From an optimization exercise on the open Yosys and OpenROAD flow, aimed at small area, a short achievable clock period and few clock cycles per item; shortcuts taken in it are not production practice.
In this exercise RTL edits were held to simulation tests only and were not proved equivalent to the original.

File: design.v
package dehaze_pkg;
    localparam int CH_W  = 8;
    localparam int Q_W   = 16;
    localparam int WIN_N = 9;
    localparam int T_MIN = 6554;
    localparam int RATIO_CLAMP = 65535 - T_MIN;
endpackage
`timescale 1ns/1ns
module csa #(
    parameter int W = 12
) (
    input  logic [W-1:0] a,
    input  logic [W-1:0] b,
    input  logic [W-1:0] c,
    output logic [W-1:0] s,
    output logic [W-1:0] cy
);
    logic [W-1:0] maj;
    assign s   = a ^ b ^ c;
    assign maj = (a & b) | (a & c) | (b & c);
    assign cy  = {maj[W-2:0], 1'b0};
endmodule
module sum9_cs (
    input  logic [71:0] x,
    output logic [11:0] ps,
    output logic [11:0] pc
);
    logic [8:0][11:0] v;
    logic [11:0] a0, a1, b0, b1, c0, c1;
    logic [11:0] d0, d1, e0, e1;
    logic [11:0] f0, f1;
    for (genvar k = 0; k < 9; k++) begin : g_ext
        assign v[k] = {4'd0, x[8*k +: 8]};
    end
    csa u_a (.a(v[0]), .b(v[1]), .c(v[2]), .s(a0), .cy(a1));
    csa u_b (.a(v[3]), .b(v[4]), .c(v[5]), .s(b0), .cy(b1));
    csa u_c (.a(v[6]), .b(v[7]), .c(v[8]), .s(c0), .cy(c1));
    csa u_d (.a(a0), .b(a1), .c(b0), .s(d0), .cy(d1));
    csa u_e (.a(b1), .b(c0), .c(c1), .s(e0), .cy(e1));
    csa u_f (.a(d0), .b(d1), .c(e0), .s(f0), .cy(f1));
    csa u_g (.a(f0), .b(f1), .c(e1), .s(ps), .cy(pc));
endmodule
module mean9 (
    input  logic [11:0] sum,
    output logic [7:0]  mean
);
    logic [17:0] scaled;
    assign scaled = {sum, 6'd0} - {3'd0, sum, 3'd0} + {6'd0, sum};
    assign mean   = scaled[16:9];
endmodule
module dark_select (
    input  logic [7:0]  m_r,
    input  logic [7:0]  m_g,
    input  logic [7:0]  m_b,
    input  logic [15:0] i_r,
    input  logic [15:0] i_g,
    input  logic [15:0] i_b,
    output logic [7:0]  m_sel,
    output logic [15:0] i_sel
);
    logic rg, rb, gb;
    assign rg = m_r <= m_g;
    assign rb = m_r <= m_b;
    assign gb = m_g <= m_b;
    always_comb begin
        if (rg && rb) begin
            m_sel = m_r;
            i_sel = i_r;
        end else if (gb) begin
            m_sel = m_g;
            i_sel = i_g;
        end else begin
            m_sel = m_b;
            i_sel = i_b;
        end
    end
endmodule
module trans_calc (
    input  logic [7:0]  m,
    input  logic [15:0] s,
    output logic [15:0] tn,
    output logic [1:0]  k
);
    logic [18:0] low;
    logic [7:0]  hi_bit;
    logic        clamp;
    logic [15:0] t_raw;
    logic [15:0] tn_raw;
    logic [1:0]  k_raw;
    assign low = ({19{m[0]}} & {3'd0, s})
               + ({19{m[1]}} & {3'd0, s[14:0], 1'd0})
               + ({19{m[2]}} & {3'd0, s[13:0], 2'd0})
               + ({19{m[3]}} & {3'd0, s[12:0], 3'd0})
               + ({19{m[4]}} & {3'd0, s[11:0], 4'd0})
               + ({19{m[5]}} & {3'd0, s[10:0], 5'd0})
               + ({19{m[6]}} & {3'd0, s[9:0], 6'd0})
               + ({19{m[7]}} & {3'd0, s[8:0], 7'd0});
    assign hi_bit[0] = 1'b0;
    for (genvar i = 1; i < 8; i++) begin : g_hi
        assign hi_bit[i] = m[i] && (|s[15:16-i]);
    end
    assign clamp = (|hi_bit) || (low >= 19'(dehaze_pkg::RATIO_CLAMP));
    assign t_raw = ~low[15:0];
    recip_lz   u_lz (.t(t_raw), .k(k_raw));
    recip_norm u_nm (.t(t_raw), .k(k_raw), .tn(tn_raw));
    assign tn = clamp ? 16'(dehaze_pkg::T_MIN * 8) : tn_raw;
    assign k  = clamp ? 2'd3 : k_raw;
endmodule
`timescale 1ns/1ns
module record_fifo #(
    parameter int W     = 24,
    parameter int DEPTH = 8
) (
    input  logic         clk,
    input  logic         rst,
    input  logic         take,
    output logic         can_take,
    input  logic         in_valid,
    input  logic [W-1:0] in_data,
    output logic         out_valid,
    input  logic         out_ready,
    output logic [W-1:0] out_data
);
    localparam int MEM_N = DEPTH - 1;
    logic [W-1:0] mem [MEM_N];
    logic [$clog2(MEM_N)-1:0]   wr_ptr;
    logic [$clog2(MEM_N)-1:0]   rd_ptr;
    logic [$clog2(MEM_N+1)-1:0] count;
    logic [$clog2(DEPTH+1)-1:0] owed;
    logic                       pop;
    logic                       head_free;
    logic                       from_mem;
    logic                       to_mem;
    assign can_take  = owed != DEPTH;
    assign pop       = out_valid && out_ready;
    assign head_free = !out_valid || pop;
    assign from_mem  = head_free && (count != 0);
    assign to_mem    = in_valid && !(head_free && (count == 0));
    always_ff @(posedge clk) begin
        if (rst) begin
            wr_ptr    <= '0;
            rd_ptr    <= '0;
            count     <= '0;
            owed      <= '0;
            out_valid <= 1'b0;
        end else begin
            if (to_mem) begin
                wr_ptr <= (wr_ptr == MEM_N - 1) ? '0 : wr_ptr + 1'b1;
            end
            if (from_mem) begin
                rd_ptr <= (rd_ptr == MEM_N - 1) ? '0 : rd_ptr + 1'b1;
            end
            case ({to_mem, from_mem})
                2'b10:   count <= count + 1'b1;
                2'b01:   count <= count - 1'b1;
                default: count <= count;
            endcase
            case ({take, pop})
                2'b10:   owed <= owed + 1'b1;
                2'b01:   owed <= owed - 1'b1;
                default: owed <= owed;
            endcase
            if (head_free) begin
                out_valid <= (count != 0) || in_valid;
            end
        end
    end
    always_ff @(posedge clk) begin
        if (to_mem) begin
            mem[wr_ptr] <= in_data;
        end
        if (head_free) begin
            out_data <= (count != 0) ? mem[rd_ptr] : in_data;
        end
    end
endmodule
`timescale 1ns/1ns
module recip_lz (
    input  logic [15:0] t,
    output logic [1:0]  k
);
    always_comb begin
        if (t[15])      k = 2'd0;
        else if (t[14]) k = 2'd1;
        else if (t[13]) k = 2'd2;
        else            k = 2'd3;
    end
endmodule
module recip_norm (
    input  logic [15:0] t,
    input  logic [1:0]  k,
    output logic [15:0] tn
);
    always_comb begin
        case (k)
            2'd0:    tn = t;
            2'd1:    tn = {t[14:0], 1'b0};
            2'd2:    tn = {t[13:0], 2'b0};
            default: tn = {t[12:0], 3'b0};
        endcase
    end
endmodule
module recip_seed (
    input  logic [15:0] tn,
    output logic [12:0] qh
);
    logic [18:0] c0;
    logic [6:0]  c1;
    logic [18:0] q;
    always_comb begin
        case (tn[14:9])
            6'd0: begin c0 = 19'd262168; c1 = 7'd126; end
            6'd1: begin c0 = 19'd258135; c1 = 7'd122; end
            6'd2: begin c0 = 19'd254225; c1 = 7'd119; end
            6'd3: begin c0 = 19'd250431; c1 = 7'd115; end
            6'd4: begin c0 = 19'd246749; c1 = 7'd112; end
            6'd5: begin c0 = 19'd243173; c1 = 7'd109; end
            6'd6: begin c0 = 19'd239700; c1 = 7'd105; end
            6'd7: begin c0 = 19'd236325; c1 = 7'd103; end
            6'd8: begin c0 = 19'd233043; c1 = 7'd100; end
            6'd9: begin c0 = 19'd229851; c1 = 7'd97; end
            6'd10: begin c0 = 19'd226746; c1 = 7'd94; end
            6'd11: begin c0 = 19'd223723; c1 = 7'd92; end
            6'd12: begin c0 = 19'd220780; c1 = 7'd90; end
            6'd13: begin c0 = 19'd217913; c1 = 7'd87; end
            6'd14: begin c0 = 19'd215120; c1 = 7'd85; end
            6'd15: begin c0 = 19'd212397; c1 = 7'd83; end
            6'd16: begin c0 = 19'd209743; c1 = 7'd81; end
            6'd17: begin c0 = 19'd207154; c1 = 7'd79; end
            6'd18: begin c0 = 19'd204628; c1 = 7'd77; end
            6'd19: begin c0 = 19'd202163; c1 = 7'd75; end
            6'd20: begin c0 = 19'd199757; c1 = 7'd73; end
            6'd21: begin c0 = 19'd197407; c1 = 7'd72; end
            6'd22: begin c0 = 19'd195112; c1 = 7'd70; end
            6'd23: begin c0 = 19'd192870; c1 = 7'd68; end
            6'd24: begin c0 = 19'd190679; c1 = 7'd67; end
            6'd25: begin c0 = 19'd188537; c1 = 7'd65; end
            6'd26: begin c0 = 19'd186442; c1 = 7'd64; end
            6'd27: begin c0 = 19'd184394; c1 = 7'd63; end
            6'd28: begin c0 = 19'd182390; c1 = 7'd61; end
            6'd29: begin c0 = 19'd180429; c1 = 7'd60; end
            6'd30: begin c0 = 19'd178510; c1 = 7'd59; end
            6'd31: begin c0 = 19'd176631; c1 = 7'd57; end
            6'd32: begin c0 = 19'd174792; c1 = 7'd56; end
            6'd33: begin c0 = 19'd172990; c1 = 7'd55; end
            6'd34: begin c0 = 19'd171225; c1 = 7'd54; end
            6'd35: begin c0 = 19'd169496; c1 = 7'd53; end
            6'd36: begin c0 = 19'd167802; c1 = 7'd52; end
            6'd37: begin c0 = 19'd166141; c1 = 7'd51; end
            6'd38: begin c0 = 19'd164512; c1 = 7'd50; end
            6'd39: begin c0 = 19'd162915; c1 = 7'd49; end
            6'd40: begin c0 = 19'd161349; c1 = 7'd48; end
            6'd41: begin c0 = 19'd159813; c1 = 7'd47; end
            6'd42: begin c0 = 19'd158305; c1 = 7'd46; end
            6'd43: begin c0 = 19'd156826; c1 = 7'd45; end
            6'd44: begin c0 = 19'd155374; c1 = 7'd45; end
            6'd45: begin c0 = 19'd153949; c1 = 7'd44; end
            6'd46: begin c0 = 19'd152550; c1 = 7'd43; end
            6'd47: begin c0 = 19'd151176; c1 = 7'd42; end
            6'd48: begin c0 = 19'd149827; c1 = 7'd41; end
            6'd49: begin c0 = 19'd148501; c1 = 7'd41; end
            6'd50: begin c0 = 19'd147199; c1 = 7'd40; end
            6'd51: begin c0 = 19'd145919; c1 = 7'd39; end
            6'd52: begin c0 = 19'd144661; c1 = 7'd39; end
            6'd53: begin c0 = 19'd143425; c1 = 7'd38; end
            6'd54: begin c0 = 19'd142210; c1 = 7'd37; end
            6'd55: begin c0 = 19'd141015; c1 = 7'd37; end
            6'd56: begin c0 = 19'd139840; c1 = 7'd36; end
            6'd57: begin c0 = 19'd138685; c1 = 7'd36; end
            6'd58: begin c0 = 19'd137549; c1 = 7'd35; end
            6'd59: begin c0 = 19'd136431; c1 = 7'd34; end
            6'd60: begin c0 = 19'd135331; c1 = 7'd34; end
            6'd61: begin c0 = 19'd134248; c1 = 7'd33; end
            6'd62: begin c0 = 19'd133183; c1 = 7'd33; end
            6'd63: begin c0 = 19'd132135; c1 = 7'd32; end
            default: begin c0 = 19'd0; c1 = 7'd0; end
        endcase
    end
    assign q  = c0 - {12'd0, c1} * {14'd0, tn[8:4]};
    assign qh = q[18:6];
endmodule
module recip_shift (
    input  logic [12:0] qh,
    input  logic [1:0]  k,
    output logic [11:0] rs
);
    always_comb begin
        case (k)
            2'd0:    rs = 12'(qh >> 3);
            2'd1:    rs = 12'(qh >> 2);
            2'd2:    rs = 12'(qh >> 1);
            default: rs = 12'(qh);
        endcase
    end
endmodule
module recip_fix (
    input  logic [11:0] rs,
    input  logic [15:0] tn,
    output logic        over
);
    logic [16:0] m;
    assign m    = {5'd0, rs} * {1'd0, tn};
    assign over = !m[16] && (|m[15:0]);
endmodule
module recover_mag (
    input  logic [7:0]  d,
    input  logic [11:0] r,
    output logic [7:0]  mag
);
    logic [18:0] low;
    logic        hi;
    assign low = ({19{d[0]}} & {7'd0, r})
               + ({19{d[1]}} & {6'd0, r, 1'd0})
               + ({19{d[2]}} & {5'd0, r, 2'd0})
               + ({19{d[3]}} & {4'd0, r, 3'd0})
               + ({19{d[4]}} & {3'd0, r, 4'd0})
               + ({19{d[5]}} & {3'd0, r[10:0], 5'd0})
               + ({19{d[6]}} & {3'd0, r[9:0], 6'd0})
               + ({19{d[7]}} & {3'd0, r[8:0], 7'd0});
    assign hi  = (d[5] && r[11]) || (d[6] && (|r[11:10])) || (d[7] && (|r[11:9]));
    assign mag = (hi || (|low[18:16])) ? 8'hff : low[15:8];
endmodule
module recover_ch (
    input  logic [7:0]  a,
    input  logic [7:0]  mag,
    input  logic        below,
    output logic [7:0]  y
);
    logic [8:0] sum;
    assign sum = {1'b0, a} + {1'b0, mag ^ {8{below}}} + {8'd0, below};
    always_comb begin
        if (below) y = sum[8] ? sum[7:0] : 8'h00;
        else       y = sum[8] ? 8'hff : sum[7:0];
    end
endmodule
`timescale 1ns/1ns
module dehaze_top (
    input  logic         clk,
    input  logic         rst,
    input  logic         in_valid,
    output logic         in_ready,
    input  logic [215:0] window,
    input  logic [23:0]  atm,
    input  logic [47:0]  atm_inv,
    output logic         out_valid,
    input  logic         out_ready,
    output logic [23:0]  out_pixel
);
    logic take;
    logic [71:0] chan_r, chan_g, chan_b;
    logic [11:0] ps_r, pc_r, ps_g, pc_g, ps_b, pc_b;
    logic [11:0] sum_r, sum_g, sum_b;
    for (genvar k = 0; k < 9; k++) begin : g_chan
        assign chan_r[8*k +: 8] = window[24*k + 16 +: 8];
        assign chan_g[8*k +: 8] = window[24*k + 8 +: 8];
        assign chan_b[8*k +: 8] = window[24*k +: 8];
    end
    sum9_cs u_sr (.x(chan_r), .ps(ps_r), .pc(pc_r));
    sum9_cs u_sg (.x(chan_g), .ps(ps_g), .pc(pc_g));
    sum9_cs u_sb (.x(chan_b), .ps(ps_b), .pc(pc_b));
    logic [47:0] sinv_c;
    for (genvar c = 0; c < 3; c++) begin : g_sinv
        assign sinv_c[16*c +: 16] = atm_inv[16*c +: 16] - {4'd0, atm_inv[16*c+4 +: 12]};
    end
    assign sum_r = ps_r + pc_r;
    assign sum_g = ps_g + pc_g;
    assign sum_b = ps_b + pc_b;
    logic        v1;
    logic [11:0] s1_sum_r, s1_sum_g, s1_sum_b;
    logic [47:0] s1_sinv;
    logic [23:0] s1_ctr;
    logic [23:0] s1_atm;
    logic [7:0]  mean_r, mean_g, mean_b;
    logic [7:0]  m_sel;
    logic [15:0] i_sel;
    mean9 u_mr (.sum(s1_sum_r), .mean(mean_r));
    mean9 u_mg (.sum(s1_sum_g), .mean(mean_g));
    mean9 u_mb (.sum(s1_sum_b), .mean(mean_b));
    dark_select u_sel (
        .m_r(mean_r), .m_g(mean_g), .m_b(mean_b),
        .i_r(s1_sinv[15:0]), .i_g(s1_sinv[31:16]), .i_b(s1_sinv[47:32]),
        .m_sel(m_sel), .i_sel(i_sel)
    );
    logic        v2;
    logic [7:0]  s2_m;
    logic [15:0] s2_i;
    logic [23:0] s2_ctr;
    logic [23:0] s2_atm;
    logic [1:0]  tk;
    logic [15:0] tn;
    trans_calc u_tc (.m(s2_m), .s(s2_i), .tn(tn), .k(tk));
    logic        v3;
    logic [15:0] s3_tn;
    logic [1:0]  s3_k;
    logic [23:0] s3_ctr;
    logic [23:0] s3_atm;
    logic [12:0] qh;
    logic [23:0] cdist;
    logic [2:0]  below;
    logic [11:0] rseed;
    recip_seed  u_rs (.tn(s3_tn), .qh(qh));
    recip_shift u_sh (.qh(qh), .k(s3_k), .rs(rseed));
    for (genvar c = 0; c < 3; c++) begin : g_dist
        assign below[c]       = s3_ctr[8*c +: 8] < s3_atm[8*c +: 8];
        assign cdist[8*c +: 8] = below[c] ? s3_atm[8*c +: 8] - s3_ctr[8*c +: 8]
                                          : s3_ctr[8*c +: 8] - s3_atm[8*c +: 8];
    end
    logic        v4;
    logic [15:0] s4_tn;
    logic [11:0] s4_rs;
    logic [23:0] s4_d;
    logic [2:0]  s4_below;
    logic [23:0] s4_atm;
    logic        over;
    logic [11:0] rs_less;
    logic [11:0] recip;
    recip_fix   u_rf (.rs(s4_rs), .tn(s4_tn), .over(over));
    assign rs_less = s4_rs - 12'd1;
    assign recip   = over ? rs_less : s4_rs;
    logic        v5;
    logic [11:0] s5_r;
    logic [23:0] s5_d;
    logic [2:0]  s5_below;
    logic [23:0] s5_atm;
    logic [23:0] mag;
    for (genvar c = 0; c < 3; c++) begin : g_mag
        recover_mag u_mg (.d(s5_d[8*c +: 8]), .r(s5_r), .mag(mag[8*c +: 8]));
    end
    logic        v6;
    logic [23:0] s6_mag;
    logic [2:0]  s6_below;
    logic [23:0] s6_atm;
    logic [23:0] rec_pix;
    for (genvar c = 0; c < 3; c++) begin : g_rec
        recover_ch u_rc (
            .a(s6_atm[8*c +: 8]), .mag(s6_mag[8*c +: 8]), .below(s6_below[c]),
            .y(rec_pix[8*c +: 8])
        );
    end
    record_fifo #(.W(24), .DEPTH(8)) u_out (
        .clk       (clk),
        .rst       (rst),
        .take      (take),
        .can_take  (in_ready),
        .in_valid  (v6),
        .in_data   (rec_pix),
        .out_valid (out_valid),
        .out_ready (out_ready),
        .out_data  (out_pixel)
    );
    assign take = in_valid && in_ready;
    always_ff @(posedge clk) begin
        if (rst) begin
            v1 <= 1'b0;
            v2 <= 1'b0;
            v3 <= 1'b0;
            v4 <= 1'b0;
            v5 <= 1'b0;
            v6 <= 1'b0;
        end else begin
            v1 <= take;
            v2 <= v1;
            v3 <= v2;
            v4 <= v3;
            v5 <= v4;
            v6 <= v5;
        end
    end
    always_ff @(posedge clk) begin
        begin
            s1_sum_r <= sum_r;
            s1_sum_g <= sum_g;
            s1_sum_b <= sum_b;
            s1_sinv  <= sinv_c;
            s1_ctr   <= window[24*4 +: 24];
            s1_atm   <= atm;
            s2_m     <= m_sel;
            s2_i     <= i_sel;
            s2_ctr   <= s1_ctr;
            s2_atm   <= s1_atm;
            s3_tn    <= tn;
            s3_k     <= tk;
            s3_ctr   <= s2_ctr;
            s3_atm   <= s2_atm;
            s4_tn    <= s3_tn;
            s4_rs    <= rseed;
            s4_d     <= cdist;
            s4_below <= below;
            s4_atm   <= s3_atm;
            s5_r     <= recip;
            s5_d     <= s4_d;
            s5_below <= s4_below;
            s5_atm   <= s4_atm;
            s6_mag   <= mag;
            s6_below <= s5_below;
            s6_atm   <= s5_atm;
        end
    end
endmodule
File: run.sh
#!/bin/bash
# synth_recipe.tcl (not shown) runs the flow's synth.tcl, then flattens the netlist and writes it again
# the make line also repeats each setting of config.mk as NAME=value (left out here)
make -C /OpenROAD-flow-scripts/flow DESIGN_CONFIG=/design/flow/config.mk WORK_HOME=/design/flow/orfs CLKGATE_MAP_FILE= SYNTH_SCRIPT=/design/flow/synth_recipe.tcl finish
File: config.mk
export PLATFORM = sky130hd
export DESIGN_NAME = dehaze_top
export DESIGN_NICKNAME = dehaze_top
export VERILOG_FILES = /design/flow/design.v
export SDC_FILE = /design/flow/constraint.sdc
export NUM_CORES = 4
export LEC_CHECK = 0
export ABC_AREA = 1
export CAP_MARGIN = 20
export CORE_MARGIN = 2
export CORE_UTILIZATION = 55
export SETUP_SLACK_MARGIN = 4.5
export SLEW_MARGIN = 20
File: constraint.sdc
create_clock -name core_clock -period 10.0 [get_ports {clk}]
set_input_delay 2.0000 -clock core_clock [delete_from_list [all_inputs] [get_ports {clk}]]
set_output_delay 2.0000 -clock core_clock [all_outputs]
set_load 0.01 [all_outputs]
==> impl_metrics.csv, run 1 <==
group,metric,value,unit
timing,fin_crit_sh,0.540,
routing,drt_first_pass_iters,6,
timing,setup_viol,0,
synth,synth_cells,5784,
floorplanning,die_width,308,um
routing,wl_met1,52600,um
clocking,clockBufferDepth,3,
timing,hold_viol_final,0,
routing,wl_met3,7310,um
layout,diodes,0,
timing,worst_pin_slew,1.09,ns
placed_design,port_buffers,317,
routing,drc,0,
synth,yosysWarningCount,8,
run,drv_cap,0,
global_route,grt_usage,0.264,
layout,final_layout_size_suffix_gt1_frac,0.102,
setup_path,critPathKind,"flop to flop",
run_status,status,"finished clean",
clocking,clockRootBuffer,"clkbuf_16",
synth,synth_cell_types,61,
global_route,grt_max_degree,74,
setup_path,critPathCaptureType,"flop",
placed_design,dpl_cell_area,55100,sq um
synth,yosysSeqAreaShare,0.315,
routing,vias,38866,
layout,top_register,"u_out.mem",
synth,synth_top_area_cell,"fa_1",
routing,wl_met2,60200,um
clocking,clkSinkCount,704,
synth,synth_flop_cell,"dfxtp_1",
timing,skew,0.0375,ns
synth,ys_top_cells_by_area,"fa_1, dfxtp_1, edfxtp_1, ha_1, nand2_1",
clocking,cts_inserted_buffers,77,
floorplanning,rows,111,
routing,viasPerCell,5.23,
timing,max_freq,185,MHz
layout,area_growth,18.4,%
timing,tns,0,ns
timing,maxSlewHeadroom,0.264,
floorplanning,die_y,308,um
clocking,insertion_delay,0.66,ns
layout,utilization,0.657,
routing,initialDrtViolationCount,2669,
synth,synth-edff-count,192,
clocking,clk_pin_slew,0.06,ns
global_route,grt_pass1_wl,200000,um
floorplanning,io_pins,318,
routing,finalWirelength,124000,um
synth,syn-num-nets,7025,
timing,rsz0062_at_grt,"yes",
layout,top_regs,"u_out.mem: 168 flops, s1_sinv: 48 flops",
setup_path,critPathRequiredTime,10.60,ns
setup_path,cp_max_fo,6,
placed_design,detailedPlace.worstSlack,3.17,ns
routing,top_layer,"met4",
synth,synth_area,50900,sq um
placed_design,gp_congestion,0.938,
floorplanning,die_area,94900,sq um
hold_path,hold_class,"flop to flop",
timing,layout_setup_ws,4.60,ns
clocking,postCtsHoldBufs,0,
synth,synth_top_area_frac,0.216,
clocking,cts_htree_levels,3,
global_route,grt_overflow,0,
routing,avgRoutedWirePerCell,16.7,um
synth,avgSynthCellArea,8.79,sq um
placed_design,dp_hpwl,92400,um
clocking,cts_tree,"yes",
setup_path,cpMaxStageDelayCell,"fa_1",
synth,ys_seq_elements,704,
setup_path,slowest_delay,0.51,ns
synth,async_flop_share,0,
timing,fin_crit,5.40,ns
layout,largest_reg_flops,168,
routing,route.antenna.remaining_nets,0,
layout,nNetsFinal,7421,
setup_path,worst_setup_path_start_kind,"flop",
layout,final_cell_area,60200,sq um
floorplanning,core_area,91700,sq um
timing,report.final.slew_viol_count,0,
global_route,antenna_found_initial,1,
setup_path,cp.arrival,6.01,ns
global_route,first_global_vias,38918,
floorplanning,initial_core_util,0.555,
==> timing repair <==
item	in CTS	in global routing
pin swaps	26	153
gates resized for setup	113	313
setup endpoints to repair	67	87
buffers inserted	39	95
gates cloned	2	8
==> worst paths after layout <==
kind / startpoint / to / slack [ns] / cells past startpoint
worst max-delay path: s2_m[1] / u_rs.c0[4] / 4.60 / 29
worst max register to register: s2_m[1] / u_rs.c0[4] / 4.60 / 29
worst min-delay path: s2_ctr[9] / s3_ctr[9] / 0.32 / 0
worst min register to register: s2_ctr[9] / s3_ctr[9] / 0.32 / 0
==> metrics by stage <==
stage          hold slack [ns]  cells
6_report                 0.319   7425
5_1_grt                  0.325   7425
4_1_cts                  0.320   7321
3_5_place_dp             0.312   7142
3_3_place_gp             0.310   7142
2_1_floorplan            0.310   5784
==> area by class of cell <==
cell class	count	area [sq um]
sequential	704	16200
timing repair buffer	482	4640
multi-input combinational	3703	30800
clock inverter	37	412
clock buffer	101	2180
inverter	1210	4600
timing repair inverter	2	18.8
fill	7672	31400
tap	1186	1480
==> routing by layer <==
layer | GRT usage | vias to the layer above
met5 | 0 | -
met4 | 0.0811 | 0
met3 | 0.0401 | 257
met2 | 0.451 | 1182
met1 | 0.344 | 18668
li1 | - | 18759
==> synthesized netlist by cell type, types with 7 or more instances <==
| cell | n |
|---|---|
| buf_4 | 8 |
| o21a_1 | 7 |
| or2_2 | 17 |
| nand2_1 | 1201 |
| nor2_1 | 238 |
| xor2_1 | 150 |
| nand3_1 | 221 |
| o21ai_0 | 205 |
| o21bai_1 | 23 |
| o21ai_1 | 24 |
| inv_1 | 1195 |
| nand2_2 | 10 |
| a21o_1 | 11 |
| dfxtp_1 | 512 |
| a211oi_1 | 16 |
| a31oi_1 | 35 |
| edfxtp_1 | 192 |
| a21boi_0 | 7 |
| buf_1 | 9 |
| xnor2_1 | 77 |
| mux2i_1 | 10 |
| o22ai_1 | 23 |
| nor3_1 | 13 |
| nand4_1 | 57 |
| nor4_1 | 10 |
| inv_2 | 11 |
| fa_1 | 549 |
| clkbuf_1 | 136 |
| o211ai_1 | 36 |
| nand3_2 | 7 |
| a21oi_1 | 287 |
| ha_1 | 400 |
| buf_2 | 15 |
==> critical path: cells and delay by family (launching register included) <==
family                     cells  cell delay (ns)
and+or+nand+nor               13             1.44
buffers and inverters          9             0.91
AOI/OAI and AO/OA              1             0.23
adders and majority gates      6             2.40
DFF                            1             0.36
==> cell usage in the layout, fill, tap and decap left out, types with 10 or more instances in the layout <==
cell             instances
nand2_1               1151
inv_1                 1147
fa_1                   531
dfxtp_1                466
ha_1                   370
clkdlybuf4s50_1        272
a21oi_1                261
nor2_1                 227
nand3_1                205
edfxtp_1               192
o21ai_0                191
xor2_1                 148
buf_4                  144
clkbuf_16               82
xnor2_1                 77
nand4_1                 57
inv_2                   50
nand2_2                 44
dlymetal6s2s_1          38
o211ai_1                36
a31oi_1                 33
dfxtp_4                 33
o21ai_1                 29
ha_4                    26
a21oi_2                 24
o22ai_1                 23
nand2_4                 22
o21bai_1                21
nor2_4                  19
fa_2                    18
or2_2                   17
nand3_2                 16
a211oi_1                15
dfxtp_2                 13
clkbuf_1                12
a21o_1                  11
clkinv_2                11
mux2i_1                 10
==> logic make-up after synthesis <==
group / synth area share
XOR/XNOR: 0.0391
adder cells (fa/ha/maj): 0.314
flip-flops: 0.315
AND/OR/NAND/NOR: 0.148
multiplexers: 0.00219
buffers and inverters: 0.104
AO/OA/AOI/OAI: 0.0777
other: 0.0000737
Testbench counts, summed over its fixed seeds: cycles 2,456, items 2,400.
==> run 2, diff against run 1 <==
--- a/config.mk
+++ b/config.mk
@@ -11,3 +11,3 @@
 export CORE_UTILIZATION = 55
-export SETUP_SLACK_MARGIN = 4.5
+export SETUP_SLACK_MARGIN = 5.0
 export SLEW_MARGIN = 20
==> run 2 against run 1 <==
Effect of this change: highest routed layer unchanged; first-iteration DRC count grew 1.4%; via count grew 0.67%; die area is the same; critical path depth shrank 1; cell count grew 1.4%; still clean on timing, DRC and antenna; final area grew 3.0%.
==> impl_metrics.csv, run 2 <==
group,metric,value,unit
run_status,status,"finished clean",
setup_path,rr_worst_depth,28,
timing,hold_viol_final,0,
layout,top_regs,"u_out.mem: 168 flops, s1_sinv: 48 flops",
global_route,grt_max_degree,74,
global_route,first_global_vias,40324,
routing,viasPerCell,5.20,
placed_design,dp_hpwl,90400,um
synth,synth-edff-count,192,
floorplanning,io_pins,318,
clocking,clk_pin_slew,0.06,ns
floorplanning,core_area,91700,sq um
setup_path,reg2reg_from,"s2_m[0]",
timing,maxSlewHeadroom,0.258,
setup_path,crit_buf_inv,11,
setup_path,slowest_delay,0.56,ns
synth,synth_cells,5784,
hold_path,min-delay-start,"s4_d[7]",
clocking,cts_htree_levels,3,
synth,synth_cell_types,61,
setup_path,critPathKind,"flop to flop",
floorplanning,die_width,308,um
clocking,clockBufferDepth,3,
global_route,grt_pass1_wl,203000,um
synth,synth_flop_cell,"dfxtp_1",
synth,async_flop_share,0,
setup_path,cp.arrival,5.91,ns
layout,layout_common_cells,"nand2_1, inv_1, fa_1, dfxtp_1, ha_1",
clocking,cts_inserted_buffers,77,
synth,synth_top_area_frac,0.216,
global_route,grt_overflow,0,
routing,drt_first_pass_iters,6,
routing,initialDrtViolationCount,2707,
timing,rsz0062_at_grt,"yes",
setup_path,cp_common_cell,"fa_1",
layout,final_common_cell,"nand2_1",
routing,route.antenna.remaining_nets,0,
synth,ys_seq_elements,704,
layout,largest_reg_flops,168,
setup_path,ff2ff_setup_slack,4.62,ns
timing,max_freq,186,MHz
synth,synth_area,50900,sq um
placed_design,placedCellCount,7142,
placed_design,port_buffers,317,
timing,report.final.slew_viol_count,0,
synth,avgSynthCellArea,8.79,sq um
layout,fin_cells,7526,
floorplanning,die_y,308,um
hold_path,hold_class,"flop to flop",
hold_path,hold_path_depth,0,
setup_path,cpMaxStageDelayCell,"fa_1",
timing,setup_viol,0,
synth,yosysSeqAreaShare,0.315,
clocking,postCtsHoldBufs,0,
synth,synth_top_area_cell,"fa_1",
synth,syn-num-nets,7025,
synth,ys_top_cells_by_area,"fa_1, dfxtp_1, edfxtp_1, ha_1, nand2_1",
synth,synthMostInstantiatedCell,"nand2_1",
layout,area_growth,22.0,%
layout,final_layout_size_suffix_gt1_frac,0.161,
global_route,antenna_found_initial,3,
routing,finalWirelength,126000,um
setup_path,critPathRequiredTime,10.54,ns
timing,fin_crit,5.38,ns
layout,nNetsFinal,7516,
timing,fin_crit_sh,0.538,
clocking,clockRootBuffer,"clkbuf_16",
routing,drc,0,
floorplanning,rows,111,
clocking,clkSinkCount,704,
layout,top_register,"u_out.mem",
floorplanning,initial_core_util,0.555,
routing,avgRoutedWirePerCell,16.8,um
setup_path,r2r-end,"u_rs.c1[1]",
setup_path,critPathCaptureType,"flop",
clocking,insertion_delay,0.67,ns
setup_path,cp_max_fo,7,
setup_path,critical-path-top-delay-family,"adder cells",
floorplanning,die_area,94900,sq um
synth,synth_commonest_cells,"nand2_1, inv_1, fa_1",
clocking,cts_tree,"yes",
run,drv_cap,0,
synth,yosysWarningCount,8,
hold_path,hold_path_end,"s5_d[7]",
timing,worst_pin_slew,1.10,ns
routing,vias,39128,
global_route,grt_usage,0.268,
placed_design,gp_congestion,0.937,
timing,tns,0,ns
timing,skew,0.0433,ns
setup_path,worst_setup_path_start_kind,"flop",
[run 2: cell counts after synthesis]
No cell type changed its count.
[run 2: how the worst max path moves through the flow]
| stage | from | to | cells after the start |
|---|---|---|---|
| 6_report | s2_m[0] | u_rs.c1[1] | 28 |
| 5_1_grt | s2_m[0] | u_rs.c0[0] | 27 |
| 4_1_cts | s2_m[5] | u_rs.c0[10] | 28 |
| 3_5_place_dp | window[117] | s1_sum_r[10] | 19 |
| 3_3_place_gp | window[93] | s1_sum_r[10] | 19 |
| 2_1_floorplan | window[162] | s1_sum_r[10] | 19 |
[run 2: cell type report]
| type | count | area [sq um] |
|---|---|---|
| Fill cell | 7503 | 29600 |
| Multi-Input combinational cell | 3709 | 31700 |
| Clock buffer | 87 | 2010 |
| Timing Repair Buffer | 570 | 5160 |
| Tap cell | 1186 | 1480 |
| Timing Repair inverter | 3 | 23.8 |
| Sequential cell | 704 | 16200 |
| Inverter | 1210 | 4620 |
| Clock inverter | 56 | 841 |
| Antenna cell | 1 | 2.50 |
[run 2: what timing repair did]
| item | 4_1_cts | 5_1_grt |
|---|---|---|
| cloned | 13 | 5 |
| pin swaps | 241 | 187 |
| hold endpoints to repair | 0 | 0 |
| endpoints found under the setup margin | 118 | 114 |
| buffers inserted | 155 | 67 |
| resized for setup | 613 | 299 |
[run 2: cells by family after synthesis]
family / count (synthesis) / synth area share
XOR/XNOR: 227 / 0.0391
buffers and inverters: 1383 / 0.104
AND/OR/NAND/NOR: 1806 / 0.148
multiplexers: 11 / 0.00219
other: 1 / 0.0000737
adder cells (fa/ha/maj): 949 / 0.314
flip-flops: 704 / 0.315
AO/OA/AOI/OAI: 703 / 0.0777
[run 2: layer usage]
layer	wire, um	track usage	vias up
li1	-	-	18972
met1	53800	0.347	18692
met2	60700	0.459	1186
met3	8130	0.0432	278
met4	3810	0.0847	0
met5	0	0	-
[run 2: through the flow]
step                utilization  instance area [sq um]  setup slack (ns)  hold slack [ns]
floorplan                     -                  51600              4.51            0.310
global placement          0.606                  55500              3.53            0.310
detailed placement        0.606                  55500              3.46            0.312
CTS                       0.662                  60700              4.78            0.313
global route              0.677                  62100              4.42            0.325
finish                    0.677                  62100              4.62            0.318
==> run 3, diff against run 2 <==
--- a/config.mk
+++ b/config.mk
@@ -11,3 +11,3 @@
 export CORE_UTILIZATION = 55
-export SETUP_SLACK_MARGIN = 5.0
+export SETUP_SLACK_MARGIN = 4.3
 export SLEW_MARGIN = 20
==> run 3 against run 2 <==
Effect of this change: synthesized cell count unchanged; largest cell class unchanged; maximum frequency down 3.5%; sequential share of layout area up 1.1 points; still clean on timing, DRC and antenna; highest routed layer is now met5; critical path type unchanged.
==> impl_metrics.csv, run 3 <==
group,metric,value,unit
clocking,clockRootBuffer,"clkbuf_16",
global_route,grt_overflow,0,
floorplanning,core_area,91700,sq um
run_status,status,"finished clean",
layout,final_common_cell,"inv_1",
routing,drt_first_pass_iters,6,
layout,top_regs,"u_out.mem: 168 flops, s1_sinv: 48 flops",
floorplanning,die_width,308,um
routing,vias,38257,
routing,drc,0,
timing,fin_crit_sh,0.557,
setup_path,crit_buf_inv,8,
setup_path,critPathRequiredTime,10.55,ns
layout,n_fill_cell,7765,
timing,timing.hold.ws,0.321,ns
layout,diodes,0,
layout,fin_cells,7377,
timing,max_freq,180,MHz
run,drv_cap,0,
setup_path,cp_max_fo,9,
setup_path,worst_setup_path_start_kind,"flop",
routing,viasPerCell,5.19,
timing,report.final.slew_viol_count,0,
layout,layout_common_cells,"inv_1, nand2_1, fa_1, dfxtp_1, ha_1",
clocking,clockBufferDepth,3,
setup_path,critPathCaptureType,"flop",
layout,area_growth,16.7,%
global_route,grt_max_degree,74,
synth,ys_seq_elements,704,
floorplanning,initial_core_util,0.555,
synth,synth_cells,5784,
timing,tns,0,ns
floorplanning,io_pins,318,
clocking,cts_htree_levels,3,
clocking,insertion_delay,0.65,ns
placed_design,port_buffers,317,
setup_path,cpMaxStageDelayCell,"fa_1",
setup_path,cp_common_cell,"nand2_1",
synth,synth_top_area_frac,0.216,
synth,ys_top_cells_by_area,"fa_1, dfxtp_1, edfxtp_1, ha_1, nand2_1",
layout,top_register,"u_out.mem",
hold_path,hold_class,"flop to flop",
timing,hold_viol_final,0,
synth,avgSynthCellArea,8.79,sq um
synth,yosysWarningCount,8,
global_route,antenna_found_initial,3,
floorplanning,die_area,94900,sq um
timing,rsz0062_at_grt,"yes",
synth,synth_flop_cell,"dfxtp_1",
synth,synth-edff-count,192,
clocking,cts_inserted_buffers,77,
placed_design,placedCellCount,7145,
placed_design,detailedPlace.worstSlack,3.09,ns
global_route,first_global_vias,39079,
clocking,clk_pin_slew,0.06,ns
timing,maxSlewHeadroom,0.262,
timing,skew,0.0323,ns
timing,worst_pin_slew,1.10,ns
placed_design,gp_congestion,0.964,
routing,avgRoutedWirePerCell,16.5,um
clocking,cts_tree,"yes",
synth,yosysSeqAreaShare,0.315,
timing,fin_crit,5.57,ns
synth,synth_top_area_cell,"fa_1",
synth,syn-num-nets,7025,
global_route,grt_pass1_wl,199000,um
setup_path,cp.arrival,6.12,ns
synth,synth_commonest_cells,"nand2_1, inv_1, fa_1",
timing,setup_viol,0,
setup_path,slowest_delay,0.53,ns
clocking,clkSinkCount,704,
synth,async_flop_share,0,
layout,largest_reg_flops,168,
placed_design,dp_hpwl,92100,um
synth,synthMostInstantiatedCell,"nand2_1",
floorplanning,rows,111,
routing,finalWirelength,122000,um
timing,layout_setup_ws,4.43,ns
setup_path,critical-path-top-delay-family,"adder cells",
routing,initialDrtViolationCount,2508,
synth,synth_area,50900,sq um
setup_path,critPathKind,"flop to flop",
routing,route.antenna.remaining_nets,0,
layout,final_layout_size_suffix_gt1_frac,0.0745,
floorplanning,die_y,308,um
synth,synth_cell_types,61,
global_route,grt_usage,0.261,
layout,nNetsFinal,7369,
-- run 3: area by class of cell --
cell class              count  area, sq um  area share
clock buffers             104         2180      0.0367
clock inverters            38          573     0.00965
inverters                1210         4560      0.0769
multi-input cells        3701        30300       0.510
flip-flops and latches    704        16100       0.272
well taps                1186         1480      0.0250
repair buffers            433         4160      0.0700
repair inverters            1         8.76    0.000148
-- run 3: worst paths after layout --
path                   start  depth (start not counted)  slack, ns    endpoint
setup / recovery     s2_m[5]                         28       4.43  u_rs.c1[3]
hold / removal    s1_ctr[16]                          0       0.32  s2_ctr[16]
setup reg to reg     s2_m[5]                         28       4.43  u_rs.c1[3]
hold reg to reg   s1_ctr[16]                          0       0.32  s2_ctr[16]
-- run 3: through the flow --
step,cell area [sq um],util
finish,59400,0.648
global placement,55100,0.601
floorplan,50900,-
global route,59400,0.648
detailed placement,55100,0.601
CTS,58200,0.635
-- run 3: worst reg2reg max path: cells and delay by family, from the launching register on --
kind                     cells  cell delay, ns
adder cells (fa/ha/maj)      5            2.30
flip-flops                   1            0.38
AND/OR/NAND/NOR             13            1.83
buffers and inverters        8            0.70
AO/OA/AOI/OAI                2            0.31
-- run 3: layer usage --
layer  global-route usage  wire length [um]  vias up
li1                     -                 -    18638
met1                0.349             53000    18307
met2                0.444             58700     1082
met3               0.0340              6750      228
met4               0.0811              3560        2
met5                    0                13        -
-- run 3: logic make-up (layout without fill, tap and decap cells) --
| group | count (synthesis) | after routing | share of synthesized area |
|---|---|---|---|
| flops | 704 | 704 | 0.315 |
| xor+xnor | 227 | 227 | 0.0391 |
| mux | 11 | 11 | 0.00219 |
| simple gates | 1806 | 1810 | 0.148 |
| buf+inv | 1383 | 1786 | 0.104 |
| other cells | 1 | 1 | 0.0000737 |
| compound gates | 703 | 703 | 0.0777 |
| fa+ha+maj | 949 | 949 | 0.314 |
-- run 3: repair_timing --
action	CTS	global route
setup endpoints to repair	40	50
gates cloned	2	3
hold buffers	0	0
hold endpoints to repair	0	0
pin swaps	10	61
buffers inserted	24	61
resized for setup	66	166
==> run 4, diff against run 3 <==
--- a/config.mk
+++ b/config.mk
@@ -10,4 +10,4 @@
 export CORE_MARGIN = 2
-export CORE_UTILIZATION = 55
-export SETUP_SLACK_MARGIN = 4.3
+export CORE_UTILIZATION = 48
+export SETUP_SLACK_MARGIN = 4.5
 export SLEW_MARGIN = 20
==> run 4 against run 3 <==
Effect of this change: register-to-register slack gained 0.07 ns; critical endpoint is now u_rs.c0[3]; final area up 2.7%; critical path depth stayed put.
==> impl_metrics.csv, run 4 <==
group,metric,value,unit
floorplanning,core_area,105000,sq um
floorplanning,rows,119,
routing,vias,38753,
layout,n_fill_cell,9364,
routing,drt_first_pass_iters,6,
synth,synth_cells,5784,
synth,synth_area,50900,sq um
synth,async_flop_share,0,
synth,synth_top_area_frac,0.216,
floorplanning,die_y,330,um
floorplanning,die_width,330,um
setup_path,slowest_delay,0.55,ns
timing,setup_viol,0,
timing,layout_setup_ws,4.50,ns
clocking,insertion_delay,0.66,ns
timing,max_freq,182,MHz
global_route,grt_usage,0.234,
synth,synth_flop_cell,"dfxtp_1",
hold_path,hold_class,"flop to flop",
layout,final_layout_size_suffix_gt1_frac,0.116,
clocking,cts_tree,"yes",
floorplanning,die_area,109000,sq um
timing,rsz0062_at_grt,"yes",
clocking,clockBufferDepth,3,
timing,worst_pin_slew,1.16,ns
setup_path,cpMaxStageDelayCell,"fa_1",
clocking,clockRootBuffer,"clkbuf_16",
routing,drc,0,
timing,fin_crit,5.50,ns
synth,synth_top_area_cell,"fa_1",
setup_path,critPathCaptureType,"flop",
placed_design,gp_congestion,0.944,
timing,fin_crit_sh,0.550,
placed_design,detailedPlace.worstSlack,3.18,ns
layout,top_register,"u_out.mem",
clocking,clkSinkCount,704,
synth,yosysSeqAreaShare,0.315,
global_route,first_global_vias,39204,
clocking,clk_pin_slew,0.06,ns
timing,hold_viol_final,0,
timing,tns,0,ns
clocking,cts_inserted_buffers,77,
synth,ys_seq_elements,704,
synth,synth_cell_types,61,
global_route,grt_max_degree,72,
layout,nNetsFinal,7447,
routing,initialDrtViolationCount,2401,
setup_path,critical-path-top-delay-family,"adder cells",
layout,multi_input_area,30900,sq um
layout,largest_reg_flops,168,
synth,avgSynthCellArea,8.79,sq um
routing,viasPerCell,5.06,
run,drv_cap,0,
routing,finalWirelength,128000,um
timing,skew,0.0404,ns
synth,synth_commonest_cells,"nand2_1, inv_1, fa_1",
layout,top_regs,"u_out.mem: 168 flops, s1_sinv: 48 flops",
floorplanning,io_pins,318,
layout,seq_area,16100,sq um
timing,timing.hold.ws,0.317,ns
placed_design,port_buffers,317,
run_status,status,"finished clean",
setup_path,critPathKind,"flop to flop",
placed_design,dp_hpwl,94000,um
clocking,cts_htree_levels,3,
synth,syn-num-nets,7025,
layout,layout_common_cells,"nand2_1, inv_1, fa_1, dfxtp_1, ha_1",
floorplanning,initial_core_util,0.483,
routing,avgRoutedWirePerCell,16.7,um
setup_path,cp.arrival,6.04,ns
setup_path,cp_max_fo,8,
setup_path,worst_setup_path_start_kind,"flop",
global_route,antenna_found_initial,2,
global_route,grt_pass1_wl,202000,um
synth,synthMostInstantiatedCell,"nand2_1",
timing,maxSlewHeadroom,0.218,
synth,ys_top_cells_by_area,"fa_1, dfxtp_1, edfxtp_1, ha_1, nand2_1",
synth,yosysWarningCount,8,
global_route,grt_overflow,0,
synth,synth-edff-count,192,
clocking,postCtsHoldBufs,0,
routing,route.antenna.remaining_nets,0,
setup_path,crit_buf_inv,7,
timing,report.final.slew_viol_count,0,
layout,area_growth,19.9,%
setup_path,critPathRequiredTime,10.54,ns
layout,utilization,0.579,
layout,final_common_cell,"nand2_1",
run 4: repair_timing:
action | CTS | global route
gates resized for setup | 123 | 388
pin swaps | 29 | 201
cloned | 5 | 5
setup endpoints to repair | 47 | 81
setup buffers | 53 | 108
run 4: through the flow:
step	std cells	instance area [sq um]
floorplan	5784	50900
global placement	7346	55400
detailed placement	7346	55400
CTS	7547	59000
global route	7662	61000
finish	7662	61000
run 4: area by class of cell:
type	count	share of cell area
Multi-Input combinational cell	3704	0.507
Sequential cell	704	0.264
Timing Repair Buffer	507	0.0805
Inverter	1210	0.0752
Clock buffer	105	0.0363
Tap cell	1391	0.0285
Clock inverter	38	0.00792
Timing Repair inverter	2	0.000267
Antenna cell	1	0.0000410
run 4: kinds of logic (layout without fill, tap and decap cells):
| logic type | after synthesis | in the layout | synth area share |
|---|---|---|---|
| buffers and inverters | 1383 | 1862 | 0.104 |
| adders and majority gates | 949 | 949 | 0.314 |
| muxes | 11 | 11 | 0.00219 |
| xor gates and xnor gates | 227 | 227 | 0.0391 |
| and+or+nand+nor | 1806 | 1813 | 0.148 |
| AOI/OAI and AO/OA | 703 | 703 | 0.0777 |
| DFF | 704 | 704 | 0.315 |
| other | 1 | 2 | 0.0000737 |
run 4: final timing paths:
check / from / to / slack, ns / cells after the start
max reg2reg: s2_m[4] / u_rs.c0[3] / 4.50 / 28
max: s2_m[4] / u_rs.c0[3] / 4.50 / 28
min: s4_d[14] / s5_d[14] / 0.32 / 0
min reg2reg: s4_d[14] / s5_d[14] / 0.32 / 0
run 4: per-layer routing:
| metal | vias to the layer above | wire length [um] | track usage |
|---|---|---|---|
| li1 | 18804 | - | - |
| met5 | - | 13 | 0 |
| met2 | 1201 | 61600 | 0.402 |
| met4 | 2 | 3530 | 0.0684 |
| met1 | 18525 | 54500 | 0.305 |
| met3 | 221 | 7970 | 0.0369 |
==> run 5, diff against run 4 <==
--- a/design.v
+++ b/design.v
@@ -43,6 +43,9 @@
 module mean9 (
-    input  logic [11:0] sum,
+    input  logic [11:0] ps,
+    input  logic [11:0] pc,
     output logic [7:0]  mean
 );
+    logic [11:0] sum;
     logic [17:0] scaled;
+    assign sum    = ps + pc;
     assign scaled = {sum, 6'd0} - {3'd0, sum, 3'd0} + {6'd0, sum};
@@ -351,3 +354,2 @@
     logic [11:0] ps_r, pc_r, ps_g, pc_g, ps_b, pc_b;
-    logic [11:0] sum_r, sum_g, sum_b;
     for (genvar k = 0; k < 9; k++) begin : g_chan
@@ -364,7 +366,4 @@
     end
-    assign sum_r = ps_r + pc_r;
-    assign sum_g = ps_g + pc_g;
-    assign sum_b = ps_b + pc_b;
     logic        v1;
-    logic [11:0] s1_sum_r, s1_sum_g, s1_sum_b;
+    logic [11:0] s1_ps_r, s1_pc_r, s1_ps_g, s1_pc_g, s1_ps_b, s1_pc_b;
     logic [47:0] s1_sinv;
@@ -375,5 +374,5 @@
     logic [15:0] i_sel;
-    mean9 u_mr (.sum(s1_sum_r), .mean(mean_r));
-    mean9 u_mg (.sum(s1_sum_g), .mean(mean_g));
-    mean9 u_mb (.sum(s1_sum_b), .mean(mean_b));
+    mean9 u_mr (.ps(s1_ps_r), .pc(s1_pc_r), .mean(mean_r));
+    mean9 u_mg (.ps(s1_ps_g), .pc(s1_pc_g), .mean(mean_g));
+    mean9 u_mb (.ps(s1_ps_b), .pc(s1_pc_b), .mean(mean_b));
     dark_select u_sel (
@@ -470,5 +469,8 @@
         begin
-            s1_sum_r <= sum_r;
-            s1_sum_g <= sum_g;
-            s1_sum_b <= sum_b;
+            s1_ps_r  <= ps_r;
+            s1_pc_r  <= pc_r;
+            s1_ps_g  <= ps_g;
+            s1_pc_g  <= pc_g;
+            s1_ps_b  <= ps_b;
+            s1_pc_b  <= pc_b;
             s1_sinv  <= sinv_c;
--- a/config.mk
+++ b/config.mk
@@ -10,3 +10,3 @@
 export CORE_MARGIN = 2
-export CORE_UTILIZATION = 48
+export CORE_UTILIZATION = 55
 export SETUP_SLACK_MARGIN = 4.5
==> run 5 against run 4 <==
Effect of this change: via count up 0.82%; sequential share of layout area is 0.38 points higher; critical path type unchanged; largest cell class unchanged.
==> impl_metrics.csv, run 5 <==
group,metric,value,unit
clocking,clkSinkCount,725,
setup_path,cpMaxStageDelayCell,"fa_1",
layout,nNetsFinal,7463,
synth,synth_top_area_cell,"fa_1",
setup_path,critical-path-top-delay-family,"adder cells",
layout,top_regs,"u_out.mem: 168 flops, s1_sinv: 48 flops",
placed_design,dp_hpwl,95100,um
clocking,cts_inserted_buffers,78,
timing,setup_viol,0,
layout,top_register,"u_out.mem",
routing,initialDrtViolationCount,2936,
synth,synth_commonest_cells,"nand2_1, inv_1, fa_1",
timing,max_freq,180,MHz
synth,synth_cell_types,68,
clocking,clockBufferDepth,3,
synth,synth_top_area_frac,0.214,
routing,route.antenna.remaining_nets,0,
setup_path,cp_max_fo,7,
synth,async_flop_share,0,
layout,diodes,0,
floorplanning,core_area,92900,sq um
floorplanning,die_width,310,um
synth,avgSynthCellArea,8.88,sq um
synth,synth-edff-count,192,
timing,hold_viol_final,0,
layout,seq_area,16500,sq um
timing,rsz0062_at_grt,"yes",
synth,synth_cells,5780,
layout,largest_reg_flops,168,
floorplanning,io_pins,318,
global_route,first_global_vias,39246,
setup_path,cp.arrival,6.07,ns
synth,yosysWarningCount,8,
synth,synth_area,51400,sq um
synth,ys_top_cells_by_area,"fa_1, dfxtp_1, edfxtp_1, ha_1, nand2_1",
timing,skew,0.0678,ns
setup_path,cp_common_cell,"nand2_4",
layout,layout_common_cells,"nand2_1, inv_1, fa_1, dfxtp_1, ha_1",
clocking,cts_tree,"yes",
placed_design,port_buffers,317,
timing,fin_crit,5.55,ns
synth,synth_flop_cell,"dfxtp_1",
layout,n_fill_cell,7737,
floorplanning,rows,112,
run,drv_cap,0,
synth,syn-num-nets,7023,
layout,multi_input_area,31600,sq um
floorplanning,die_area,95800,sq um
timing,tns,0,ns
synth,ys_seq_elements,725,
clocking,cts_htree_levels,3,
placed_design,gp_congestion,0.954,
clocking,clk_pin_slew,0.06,ns
routing,finalWirelength,129000,um
floorplanning,initial_core_util,0.553,
global_route,grt_usage,0.269,
setup_path,critPathCaptureType,"flop",
layout,final_layout_size_suffix_gt1_frac,0.118,
clocking,insertion_delay,0.68,ns
routing,drt_first_pass_iters,9,
setup_path,critPathKind,"flop to flop",
routing,drc,0,
run_status,status,"finished clean",
hold_path,hold_class,"flop to flop",
global_route,grt_max_degree,74,
timing,maxSlewHeadroom,0.326,
setup_path,ff2ff_setup_slack,4.45,ns
routing,avgRoutedWirePerCell,17.1,um
synth,yosysSeqAreaShare,0.320,
timing,worst_pin_slew,1.01,ns
layout,final_common_cell,"nand2_1",
timing,timing.hold.ws,0.304,ns
global_route,grt_overflow,0,
global_route,antenna_found_initial,4,
setup_path,crit_buf_inv,6,
timing,fin_crit_sh,0.555,
routing,viasPerCell,5.18,
global_route,grt_pass1_wl,205000,um
timing,report.final.slew_viol_count,0,
synth,synthMostInstantiatedCell,"nand2_1",
floorplanning,die_y,310,um
setup_path,critPathRequiredTime,10.53,ns
layout,area_growth,20.1,%
setup_path,worst_setup_path_start_kind,"flop",
setup_path,slowest_delay,0.53,ns
clocking,clockRootBuffer,"clkbuf_16",
routing,vias,39072,
[run 5: cell types whose count changed after synthesis, moves of 13 or more]
cell | before | now
dfxtp_1 | 512 | 533
inv_1 | 1195 | 1103
o21ai_1 | 24 | 11
xor2_1 | 150 | 137
nor2_1 | 238 | 263
nand2_1 | 1201 | 1250
[run 5: repair_timing]
action                     in CTS  in global routing
setup endpoints to repair      68                 78
buffers inserted               48                114
hold buffers                    0                  0
cloned                         12                  4
resized for setup             146                342
pin swaps                      32                160
[run 5: worst reg2reg max path, cell delays in order, from the launching register on]
cell and delay (ns):
dfxtp_4 0.37, buf_6 0.15, nand2_2 0.06, inv_2 0.04, fa_1 0.53, inv_1 0.05
fa_1 0.51, fa_2 0.45, fa_1 0.53, inv_2 0.05, ha_4 0.30, nand2_4 0.07
nor2_4 0.14, nand3_2 0.10, nand4_1 0.21, nand2_4 0.15, nand2_4 0.12, nor2_8 0.07
a21oi_4 0.26, nand3_4 0.19, ha_4 0.34, clkinvlp_4 0.19, nand2_4 0.17, nand2_2 0.08
o21ai_1 0.12, nand4_1 0.11, nand2_1 0.09, inv_1 0.04
[run 5: path summary, 6_finish.rpt]
path	cells past startpoint	start	endpoint
worst max-delay path	27	s2_m[5]	u_rs.c1[2]
worst min-delay path	0	s1_ctr[18]	s2_ctr[18]
worst max register to register	27	s2_m[5]	u_rs.c1[2]
worst min register to register	0	s1_ctr[18]	s2_ctr[18]
[run 5: layer usage]
layer  up-vias  track usage  wire length (um)
li1      18902            -                 -
met1     18695        0.354             54600
met2      1230        0.466             63600
met3       243       0.0357              7460
met4         2       0.0755              3500
met5         -            0                13
[run 5: cells by family (layout without fill, tap and decap cells)]
kind of cell	Yosys count	count (layout)	share of synthesized area
other	1	1	0.0000730
adders and majority gates	951	951	0.312
AOI/OAI and AO/OA	687	687	0.0760
muxes	11	11	0.00214
xor gates and xnor gates	217	217	0.0370
and+or+nand+nor	1902	1911	0.157
buffers and inverters	1286	1780	0.0958
DFF	725	725	0.320
[run 5: cell type report]
class | instances | area share
inverters | 1114 | 0.0683
clock buffers | 97 | 0.0341
multi-input cells | 3778 | 0.512
repair buffers | 516 | 0.0790
clock inverters | 46 | 0.0122
well taps | 1254 | 0.0254
flip-flops and latches | 725 | 0.268
repair inverters | 7 | 0.000811
[run 5: stage by stage]
step / util / instance area, sq um / worst slack (ns) / cells
final: 0.664 / 61700 / 4.45 / 7537
after global routing: 0.664 / 61700 / 4.17 / 7537
after CTS: 0.640 / 59500 / 4.45 / 7418
after detailed placement: 0.599 / 55700 / 3.14 / 7215
after global placement: 0.599 / 55700 / 3.21 / 7215
after floorplan: - / 51400 / 4.54 / 5780
Testbench counts of run 5, summed over its fixed seeds: cycles 2,456, items 2,400.
==> run 6, diff against run 5 <==
--- a/design.v
+++ b/design.v
@@ -43,9 +43,6 @@
 module mean9 (
-    input  logic [11:0] ps,
-    input  logic [11:0] pc,
+    input  logic [11:0] sum,
     output logic [7:0]  mean
 );
-    logic [11:0] sum;
     logic [17:0] scaled;
-    assign sum    = ps + pc;
     assign scaled = {sum, 6'd0} - {3'd0, sum, 3'd0} + {6'd0, sum};
@@ -114,3 +111,3 @@
     parameter int W     = 24,
-    parameter int DEPTH = 8
+    parameter int DEPTH = 7
 ) (
@@ -126,32 +123,26 @@
 );
-    localparam int MEM_N = DEPTH - 1;
-    logic [W-1:0] mem [MEM_N];
-    logic [$clog2(MEM_N)-1:0]   wr_ptr;
-    logic [$clog2(MEM_N)-1:0]   rd_ptr;
-    logic [$clog2(MEM_N+1)-1:0] count;
+    logic [W-1:0] mem [DEPTH];
+    logic [$clog2(DEPTH)-1:0]   wr_ptr;
+    logic [$clog2(DEPTH)-1:0]   rd_ptr;
+    logic [$clog2(DEPTH+1)-1:0] count;
     logic [$clog2(DEPTH+1)-1:0] owed;
     logic                       pop;
-    logic                       head_free;
-    logic                       from_mem;
-    logic                       to_mem;
-    assign can_take  = owed != DEPTH;
     assign pop       = out_valid && out_ready;
-    assign head_free = !out_valid || pop;
-    assign from_mem  = head_free && (count != 0);
-    assign to_mem    = in_valid && !(head_free && (count == 0));
+    assign can_take  = (owed != DEPTH) || pop;
+    assign out_valid = count != 0;
+    assign out_data  = mem[rd_ptr];
     always_ff @(posedge clk) begin
         if (rst) begin
-            wr_ptr    <= '0;
-            rd_ptr    <= '0;
-            count     <= '0;
-            owed      <= '0;
-            out_valid <= 1'b0;
+            wr_ptr <= '0;
+            rd_ptr <= '0;
+            count  <= '0;
+            owed   <= '0;
         end else begin
-            if (to_mem) begin
-                wr_ptr <= (wr_ptr == MEM_N - 1) ? '0 : wr_ptr + 1'b1;
+            if (in_valid) begin
+                wr_ptr <= (wr_ptr == DEPTH - 1) ? '0 : wr_ptr + 1'b1;
             end
-            if (from_mem) begin
-                rd_ptr <= (rd_ptr == MEM_N - 1) ? '0 : rd_ptr + 1'b1;
+            if (pop) begin
+                rd_ptr <= (rd_ptr == DEPTH - 1) ? '0 : rd_ptr + 1'b1;
             end
-            case ({to_mem, from_mem})
+            case ({in_valid, pop})
                 2'b10:   count <= count + 1'b1;
@@ -165,5 +156,2 @@
             endcase
-            if (head_free) begin
-                out_valid <= (count != 0) || in_valid;
-            end
         end
@@ -171,8 +159,5 @@
     always_ff @(posedge clk) begin
-        if (to_mem) begin
+        if (in_valid) begin
             mem[wr_ptr] <= in_data;
         end
-        if (head_free) begin
-            out_data <= (count != 0) ? mem[rd_ptr] : in_data;
-        end
     end
@@ -354,2 +339,3 @@
     logic [11:0] ps_r, pc_r, ps_g, pc_g, ps_b, pc_b;
+    logic [11:0] sum_r, sum_g, sum_b;
     for (genvar k = 0; k < 9; k++) begin : g_chan
@@ -366,4 +352,7 @@
     end
+    assign sum_r = ps_r + pc_r;
+    assign sum_g = ps_g + pc_g;
+    assign sum_b = ps_b + pc_b;
     logic        v1;
-    logic [11:0] s1_ps_r, s1_pc_r, s1_ps_g, s1_pc_g, s1_ps_b, s1_pc_b;
+    logic [11:0] s1_sum_r, s1_sum_g, s1_sum_b;
     logic [47:0] s1_sinv;
@@ -374,5 +363,5 @@
     logic [15:0] i_sel;
-    mean9 u_mr (.ps(s1_ps_r), .pc(s1_pc_r), .mean(mean_r));
-    mean9 u_mg (.ps(s1_ps_g), .pc(s1_pc_g), .mean(mean_g));
-    mean9 u_mb (.ps(s1_ps_b), .pc(s1_pc_b), .mean(mean_b));
+    mean9 u_mr (.sum(s1_sum_r), .mean(mean_r));
+    mean9 u_mg (.sum(s1_sum_g), .mean(mean_g));
+    mean9 u_mb (.sum(s1_sum_b), .mean(mean_b));
     dark_select u_sel (
@@ -438,3 +427,3 @@
     end
-    record_fifo #(.W(24), .DEPTH(8)) u_out (
+    record_fifo #(.W(24), .DEPTH(7)) u_out (
         .clk       (clk),
@@ -469,8 +458,5 @@
         begin
-            s1_ps_r  <= ps_r;
-            s1_pc_r  <= pc_r;
-            s1_ps_g  <= ps_g;
-            s1_pc_g  <= pc_g;
-            s1_ps_b  <= ps_b;
-            s1_pc_b  <= pc_b;
+            s1_sum_r <= sum_r;
+            s1_sum_g <= sum_g;
+            s1_sum_b <= sum_b;
             s1_sinv  <= sinv_c;
==> run 6 against run 5 <==
Effect of this change: clock skew decreased by 0.039 ns; critical endpoint is now u_rs.c1[3]; first-iteration DRC count shrank 21%; synthesized area down 3.4%; sequential cell count fell by 47; highest routed layer unchanged.
==> impl_metrics.csv, run 6 <==
group,metric,value,unit
run,drv_cap,0,
clocking,insertion_delay,0.65,ns
routing,viasPerCell,5.13,
layout,final_cell_area,59800,sq um
floorplanning,die_width,304,um
layout,nNetsFinal,7310,
layout,top_regs,"u_out.mem: 168 flops, s1_sinv: 48 flops",
synth,synth_area,49600,sq um
timing,fin_crit,5.63,ns
timing,report.final.slew_viol_count,0,
layout,n_fill_cell,7400,
synth,yosysSeqAreaShare,0.308,
setup_path,ff2ff_setup_slack,4.37,ns
placed_design,placedCellCount,6983,
synth,ys_seq_elements,678,
setup_path,critPathCaptureType,"flop",
clocking,clockBufferDepth,3,
floorplanning,initial_core_util,0.553,
synth,synth-edff-count,168,
floorplanning,core_area,89700,sq um
clocking,clkSinkCount,678,
synth,synthMostInstantiatedCell,"nand2_1",
hold_path,hold_class,"flop to flop",
placed_design,dp_hpwl,85000,um
floorplanning,die_area,92600,sq um
routing,drc,0,
timing,skew,0.0285,ns
layout,fin_cells,7304,
setup_path,cp_max_fo,5,
clocking,cts_tree,"yes",
synth,synth_cells,5637,
layout,final_common_cell,"nand2_1",
timing,hold_viol_final,0,
floorplanning,die_y,304,um
global_route,grt_max_degree,75,
synth,yosysWarningCount,8,
layout,top_register,"u_out.mem",
layout,largest_reg_flops,168,
timing,maxSlewHeadroom,0.240,
synth,synth_top_area_cell,"fa_1",
setup_path,rr_worst_depth,30,
synth,synth_commonest_cells,"nand2_1, inv_1, fa_1",
synth,synth_cell_types,66,
hold_path,hold_path_depth,0,
setup_path,cp.arrival,6.15,ns
global_route,first_global_vias,37356,
setup_path,critPathRequiredTime,10.52,ns
timing,setup_viol,0,
routing,avgRoutedWirePerCell,16.2,um
placed_design,port_buffers,317,
setup_path,cpMaxStageDelayCell,"fa_1",
floorplanning,rows,110,
routing,drt_first_pass_iters,11,
synth,syn-num-nets,6875,
setup_path,r2r-end,"u_rs.c1[3]",
timing,tns,0,ns
setup_path,crit_path_end,"u_rs.c1[3]",
global_route,grt_pass1_wl,189000,um
global_route,grt_overflow,0,
run_status,status,"finished clean",
clocking,cts_htree_levels,3,
synth,synth_top_area_frac,0.222,
layout,diodes,0,
layout,area_growth,20.5,%
global_route,grt_usage,0.252,
synth,ys_top_cells_by_area,"fa_1, dfxtp_1, edfxtp_1, ha_1, nand2_1",
timing,max_freq,178,MHz
timing,rsz0062_at_grt,"yes",
layout,final_layout_size_suffix_gt1_frac,0.130,
clocking,cts_inserted_buffers,73,
placed_design,dpl_cell_area,53700,sq um
clocking,clockRootBuffer,"clkbuf_16",
layout,layout_common_cells,"nand2_1, inv_1, fa_1, dfxtp_1, ha_1",
synth,synth_flop_cell,"dfxtp_1",
floorplanning,io_pins,318,
routing,route.antenna.remaining_nets,0,
timing,fin_crit_sh,0.563,
setup_path,critPathKind,"flop to flop",
setup_path,slowest_delay,0.53,ns
synth,avgSynthCellArea,8.80,sq um
global_route,antenna_found_initial,2,
timing,worst_pin_slew,1.13,ns
setup_path,cp-startpoint,"s2_m[3]",
clocking,clk_pin_slew,0.06,ns
routing,finalWirelength,118000,um
routing,initialDrtViolationCount,2306,
synth,async_flop_share,0,
setup_path,reg2reg_from,"s2_m[3]",
routing,vias,37443,
placed_design,gp_congestion,0.961,
setup_path,worst_setup_path_start_kind,"flop",
==> run 6: cell type report <==
type,instances,area [sq um],area share
Sequential cell,678,15400,0.257
Timing Repair inverter,3,22.5,0.000377
Inverter,1185,4500,0.0753
Multi-Input combinational cell,3617,30800,0.515
Timing Repair Buffer,514,5130,0.0858
Clock buffer,92,1990,0.0333
Clock inverter,39,502,0.00839
Tap cell,1176,1470,0.0246
==> run 6: critical path: cells and delay by family, from the launching register on <==
| family | cells | cell delay (ns) |
|---|---|---|
| fa+ha+maj | 6 | 2.74 |
| simple gates | 15 | 1.46 |
| buf+inv | 9 | 0.94 |
| flops | 1 | 0.37 |
==> run 6: cell families after synthesis <==
group | synth area share
buffers and inverters | 0.105
adder cells (fa/ha/maj) | 0.322
AO/OA/AOI/OAI | 0.0777
flip-flops | 0.308
multiplexers | 0.00247
other | 0.0000756
AND/OR/NAND/NOR | 0.148
XOR/XNOR | 0.0385
==> run 6: worst min-delay path by stage <==
stage	startpoint	to
6_report	s4_atm[9]	s5_atm[9]
5_1_grt	s5_atm[11]	s6_atm[11]
4_1_cts	s4_atm[9]	s5_atm[9]
3_5_place_dp	s2_ctr[1]	s3_ctr[1]
3_3_place_gp	s5_atm[23]	s6_atm[23]
2_1_floorplan	s1_atm[0]	s2_atm[0]
==> run 6: routing by layer <==
metal	global-route usage	up-vias	wire length, um
met2	0.436	1029	57700
met1	0.331	17816	50900
met3	0.0399	267	6850
met5	0	-	13
li1	-	18329	-
met4	0.0608	2	2930
==> run 6: per-stage QoR <==
step	setup WS, ns	hold WS [ns]	util
floorplan	4.46	0.310	-
global placement	3.48	0.310	0.599
detailed placement	3.36	0.312	0.599
CTS	4.40	0.310	0.636
global route	4.20	0.313	0.666
finish	4.37	0.310	0.666
==> run 6: what timing repair did <==
item	CTS	global route
setup buffers	48	129
resized for setup	133	487
hold endpoints to repair	0	0
pin swaps	36	228
hold buffers	0	0
endpoints found under the setup margin	86	104
gates cloned	9	4
Testbench counts of run 6, summed over its fixed seeds: cycles 2,456, items 2,400.

==> static timing again, ports no longer ideal <==
How much do the figures lean on ideal ports? The routed layouts below were timed once more, with nothing changed but the port constraints. Step 1 assumes that a clkbuf_16 drives the clock port and a buf_2 every other input. Step 2 moves the port delays by t, midway between the first and last clock arrival at a register: inputs arrive t later, outputs are due t later. That takes back most of the time a late clock gives input paths. Slacks: no drivers / after step 1 / after step 2; pairs: no drivers / after step 1.
| run | shift t [ns] | setup WS [ns] | hold slack, ns | worst setup path after step 2 | worst slew at a driven data input, ns |
|---|---|---|---|---|---|
| run 1 | 0.714 | 4.596 / 4.596 / 3.929 | 0.319 / 0.319 / 0.319 | input to register | 0.08 |
| run 2 | 0.719 | 4.625 / 4.625 / 4.148 | 0.318 / 0.318 / 0.318 | input to register | 0.10 |
| run 3 | 0.709 | 4.431 / 4.431 / 3.796 | 0.321 / 0.321 / 0.321 | input to register | 0.08 |
| run 4 | 0.708 | 4.501 / 4.501 / 3.926 | 0.317 / 0.317 / 0.317 | input to register | 0.08 |
| run 5 | 0.721 | 4.452 / 4.452 / 4.452 | 0.304 / 0.304 / 0.304 | register to register | 0.07 |
| run 6 | 0.716 | 4.369 / 4.369 / 3.913 | 0.310 / 0.310 / 0.310 | input to register | 0.08 |
After both steps every run listed still meets setup and hold. For run 1, which loses most, drivers alone change the setup slack by 0.000 ns; drivers and shift together by -0.667 ns.
